Background: an optimization exercise with open tools, aiming at small area and a short achievable clock period. Do not read the settings as production practice.
Function was checked by simulation only, so behaviour that the tests miss may differ from the original.
Power figures rest on the tool's default switching activity, not on a simulated workload.

## pool_ctrl
module pool_ctrl #(
    parameter int unsigned DATA_W = pool_pkg::POOL_DATA_W,
    parameter int unsigned MAX_W  = pool_pkg::POOL_MAX_W,
    parameter int unsigned DIM_W  = pool_pkg::POOL_DIM_W
) (
    input  logic              clk,
    input  logic              rst_n,
    input  logic              start,
    input  logic [DIM_W-1:0]  cfg_width,
    input  logic [DIM_W-1:0]  cfg_height,
    output logic              busy,
    output logic              done,
    output logic              cfg_err,
    input  logic [DATA_W-1:0] s_data,
    input  logic              s_valid,
    output logic              s_ready,
    output logic [DATA_W-1:0] k_d_in1,
    output logic [DATA_W-1:0] k_d_in2,
    output logic              k_in_valid,
    input  logic [DATA_W-1:0] k_d_out,
    input  logic              k_out_valid,
    output logic [DATA_W-1:0] m_data,
    output logic              m_valid
);
Size in the first run: roughly 2,700 cells after synthesis, about 2,200 flip-flops, ~190 I/O pins, about 0.068 mm² of cells after synthesis.
==> module pool_line_buf, before the edit <==
module pool_line_buf #(
    parameter int unsigned DATA_W = 32,
    parameter int unsigned DEPTH  = 64,
    parameter int unsigned AW     = (DEPTH > 1) ? $clog2(DEPTH) : 1
) (
    input  logic              clk,
    input  logic              shift_i,
    input  logic [AW-2:0]     len_sel_i,    
    input  logic [DATA_W-1:0] din_i,
    output logic [DATA_W-1:0] tap_o
);
    localparam int unsigned NSEG = AW - 1;
    logic [DATA_W-1:0] head0_q, head1_q;
    always_ff @(posedge clk) begin
        if (shift_i) begin
            head0_q <= din_i;
            head1_q <= head0_q;
        end
    end
    logic [DATA_W-1:0] seg_out [NSEG+1];
    assign seg_out[0] = head1_q;
    for (genvar k = 0; k < NSEG; k++) begin : g_seg
        localparam int unsigned LEN = 2 << k;
        logic [DATA_W-1:0] sr [LEN];
        always_ff @(posedge clk) begin
            if (shift_i) begin
                sr[0] <= seg_out[k];
                for (int i = 1; i < LEN; i++) sr[i] <= sr[i-1];
            end
        end
        assign seg_out[k+1] = len_sel_i[k] ? sr[LEN-1] : seg_out[k];
    end
    assign tap_o = seg_out[NSEG];
endmodule
==> module pool_ctrl, before the edit <==
module pool_ctrl #(
    parameter int unsigned DATA_W = pool_pkg::POOL_DATA_W,
    parameter int unsigned MAX_W  = pool_pkg::POOL_MAX_W,
    parameter int unsigned DIM_W  = pool_pkg::POOL_DIM_W
) (
    input  logic              clk,
    input  logic              rst_n,
    input  logic              start,
    input  logic [DIM_W-1:0]  cfg_width,
    input  logic [DIM_W-1:0]  cfg_height,
    output logic              busy,
    output logic              done,
    output logic              cfg_err,
    input  logic [DATA_W-1:0] s_data,
    input  logic              s_valid,
    output logic              s_ready,
    output logic [DATA_W-1:0] k_d_in1,
    output logic [DATA_W-1:0] k_d_in2,
    output logic              k_in_valid,
    input  logic [DATA_W-1:0] k_d_out,
    input  logic              k_out_valid,
    output logic [DATA_W-1:0] m_data,
    output logic              m_valid
);
    localparam int unsigned AW = (MAX_W > 1) ? $clog2(MAX_W) : 1;
    logic idle_q, run_q, drain_q, done_q, busy_q;
    logic run_d, drain_d, done_d;
    logic idle;
    logic [AW-2:0]      hw_m1_q;     
    logic [AW-1:0]      col_q;       
    logic [DIM_W-1:0]   row_q;       
    logic [AW-2:0]      rcol_q;      
    logic [DIM_W-2:0]   rrow_q;      
    logic               rdone_q;     
    logic              cfg_err_q;
    logic              kv_q;
    logic              mv_q;
    logic [DATA_W-1:0] sd_q;         
    logic [DATA_W-1:0] su_q;         
    logic [DATA_W-1:0] lb_tap;
    logic [DATA_W-1:0] md_q;
    logic cfg_ok;
    logic accept;
    logic odd_row;
    logic last_col;
    logic last_px;
    logic fwd;
    assign cfg_ok = !cfg_width[0] && !cfg_height[0]
                  && (cfg_width[DIM_W-1:1]  != '0)
                  && (cfg_height[DIM_W-1:1] != '0)
                  && (32'(cfg_width) <= MAX_W);
    assign idle     = idle_q;
    assign accept   = s_valid && run_q;
    assign odd_row  = !row_q[0];
    assign last_col = (col_q == '0);
    assign last_px  = last_col && (row_q == '0);
    assign fwd      = k_out_valid && busy_q && !rdone_q;
    assign run_d   = (idle && start && cfg_ok) || (run_q && !(accept && last_px));
    assign drain_d = (run_q && accept && last_px) || (drain_q && !rdone_q);
    assign done_d  = drain_q && rdone_q;
    always_ff @(posedge clk or negedge rst_n) begin
        if (!rst_n) begin
            idle_q    <= 1'b1;
            run_q     <= 1'b0;
            drain_q   <= 1'b0;
            done_q    <= 1'b0;
            busy_q    <= 1'b0;
            cfg_err_q <= 1'b0;
            kv_q      <= 1'b0;
            mv_q      <= 1'b0;
        end else begin
            idle_q    <= !(run_d || drain_d || done_d);
            run_q     <= run_d;
            drain_q   <= drain_d;
            done_q    <= done_d;
            busy_q    <= run_d || drain_d;
            cfg_err_q <= idle && start && !cfg_ok;
            kv_q      <= accept && odd_row;
            mv_q      <= fwd;
        end
    end
    always_ff @(posedge clk) begin
        if (idle) begin
            hw_m1_q <= (AW-1)'(cfg_width[DIM_W-1:1] - 1'b1);
            col_q   <= AW'(cfg_width - 1'b1);
            row_q   <= cfg_height - 1'b1;
            rcol_q  <= (AW-1)'(cfg_width[DIM_W-1:1] - 1'b1);
            rrow_q  <= cfg_height[DIM_W-1:1] - 1'b1;
            rdone_q <= 1'b0;
        end else begin
            if (accept) begin
                if (last_col) begin
                    col_q <= {hw_m1_q, 1'b1};
                    row_q <= row_q - 1'b1;
                end else begin
                    col_q <= col_q - 1'b1;
                end
            end
            if (fwd) begin
                if (rcol_q == '0) begin
                    rcol_q <= hw_m1_q;
                    if (rrow_q == '0) rdone_q <= 1'b1;
                    else              rrow_q  <= rrow_q - 1'b1;
                end else begin
                    rcol_q <= rcol_q - 1'b1;
                end
            end
        end
    end
    always_ff @(posedge clk) begin
        sd_q    <= s_data;
        su_q    <= lb_tap;
        md_q    <= k_d_out;
    end
    pool_line_buf #(
        .DATA_W (DATA_W),
        .DEPTH  (MAX_W),
        .AW     (AW)
    ) u_line_buf (
        .clk       (clk),
        .shift_i   (accept),
        .len_sel_i (hw_m1_q),
        .din_i     (s_data),
        .tap_o     (lb_tap)
    );
    assign s_ready    = run_q;
    assign busy       = busy_q;
    assign done       = done_q;
    assign cfg_err    = cfg_err_q;
    assign k_in_valid = kv_q;
    assign k_d_in1    = su_q;
    assign k_d_in2    = sd_q;
    assign m_valid    = mv_q;
    assign m_data     = md_q;
endmodule
export LEC_CHECK = 0
export CAP_MARGIN = 20
export CORE_MARGIN = 2
export CORE_UTILIZATION = 65
export CTS_CLUSTER_DIAMETER = 100
export CTS_CLUSTER_SIZE = 30
export SETUP_SLACK_MARGIN = 3.2
export SLEW_MARGIN = 20
create_clock -name core_clock -period 5.5 [get_ports {clk}]
run.sh (not shown) runs the stock make flow with config.mk's settings and CLKGATE_MAP_FILE= SYNTH_SCRIPT=/design/flow/synth_recipe.tcl, a recipe that flattens the netlist after the stock synthesis.
Edit:
--- a/flow/design.v
+++ b/flow/design.v
@@ -18,30 +18,30 @@
     input  logic              shift_i,
     input  logic [AW-2:0]     len_sel_i,    
     input  logic [DATA_W-1:0] din_i,
-    output logic [DATA_W-1:0] tap_o
+    output logic [DATA_W-1:0] dout_o
 );
     localparam int unsigned NSEG = AW - 1;
-    logic [DATA_W-1:0] head0_q, head1_q;
-    always_ff @(posedge clk) begin
-        if (shift_i) begin
-            head0_q <= din_i;
-            head1_q <= head0_q;
-        end
-    end
-    logic [DATA_W-1:0] seg_out [NSEG+1];
-    assign seg_out[0] = head1_q;
+    logic [DATA_W-1:0] seg_in [NSEG+1];
+    assign seg_in[0] = din_i;
     for (genvar k = 0; k < NSEG; k++) begin : g_seg
         localparam int unsigned LEN = 2 << k;
         logic [DATA_W-1:0] sr [LEN];
         always_ff @(posedge clk) begin
             if (shift_i) begin
-                sr[0] <= seg_out[k];
+                sr[0] <= seg_in[k];
                 for (int i = 1; i < LEN; i++) sr[i] <= sr[i-1];
             end
         end
-        assign seg_out[k+1] = len_sel_i[k] ? sr[LEN-1] : seg_out[k];
+        assign seg_in[k+1] = len_sel_i[k] ? sr[LEN-1] : seg_in[k];
     end
-    assign tap_o = seg_out[NSEG];
+    logic [DATA_W-1:0] tail0_q, tail1_q;
+    always_ff @(posedge clk) begin
+        if (shift_i) begin
+            tail0_q <= seg_in[NSEG];
+            tail1_q <= tail0_q;
+        end
+    end
+    assign dout_o = tail1_q;
 endmodule
 module pool_ctrl #(
     parameter int unsigned DATA_W = pool_pkg::POOL_DATA_W,
@@ -80,9 +80,8 @@
     logic              cfg_err_q;
     logic              kv_q;
     logic              mv_q;
+    logic              shift_q;      
     logic [DATA_W-1:0] sd_q;         
-    logic [DATA_W-1:0] su_q;         
-    logic [DATA_W-1:0] lb_tap;
     logic [DATA_W-1:0] md_q;
     logic cfg_ok;
     logic accept;
@@ -153,8 +152,8 @@
         end
     end
     always_ff @(posedge clk) begin
+        shift_q <= accept;
         sd_q    <= s_data;
-        su_q    <= lb_tap;
         md_q    <= k_d_out;
     end
     pool_line_buf #(
@@ -163,17 +162,16 @@
         .AW     (AW)
     ) u_line_buf (
         .clk       (clk),
-        .shift_i   (accept),
+        .shift_i   (shift_q),
         .len_sel_i (hw_m1_q),
-        .din_i     (s_data),
-        .tap_o     (lb_tap)
+        .din_i     (sd_q),
+        .dout_o    (k_d_in1)
     );
     assign s_ready    = run_q;
     assign busy       = busy_q;
     assign done       = done_q;
     assign cfg_err    = cfg_err_q;
     assign k_in_valid = kv_q;
-    assign k_d_in1    = su_q;
     assign k_d_in2    = sd_q;
     assign m_valid    = mv_q;
     assign m_data     = md_q;
Result: Flip-flop and latch count shrinks by 31; total power fell by 3.7%; area after synthesis drops by 0.91%; routed wire length fell by 3.5%; setup slack gets worse by 72 ps; count of clock-buffer cells in the layout decreases by 29.

==> static timing again, ports no longer ideal <==
The results above use ideal ports. As a check the final layouts listed here were re-extracted and re-timed, cells and wires unchanged. Step 1: set_driving_cell puts a clkbuf_16 on clk and a buf_2 on each other input, an assumption about the parent block. Step 2 adds t to the input delays and takes it off the output delays; t is the mean of the earliest and latest rising clock arrival at the registers after step 1. Input paths then give back, and output paths get back, about the clock's delay inside the block. a / b / c = no drivers / after step 1 / after step 2; a / b = the first two.
| run | shift t [ns] | setup slack, ns | clock arrival spread, ns | slew at the worst register clock pin (ns) |
|---|---|---|---|---|
| the first run | 0.743 | 3.145 / 3.114 / 2.449 | 0.030 / 0.030 | 0.11 / 0.11 |
| the second run | 0.737 | 3.073 / 3.004 / 2.536 | 0.036 / 0.036 | 0.11 / 0.11 |
After both steps every run listed still meets setup and hold. The setup slack of the first run, which loses most, moves by -0.031 ns with the drivers and by -0.696 ns with both steps.
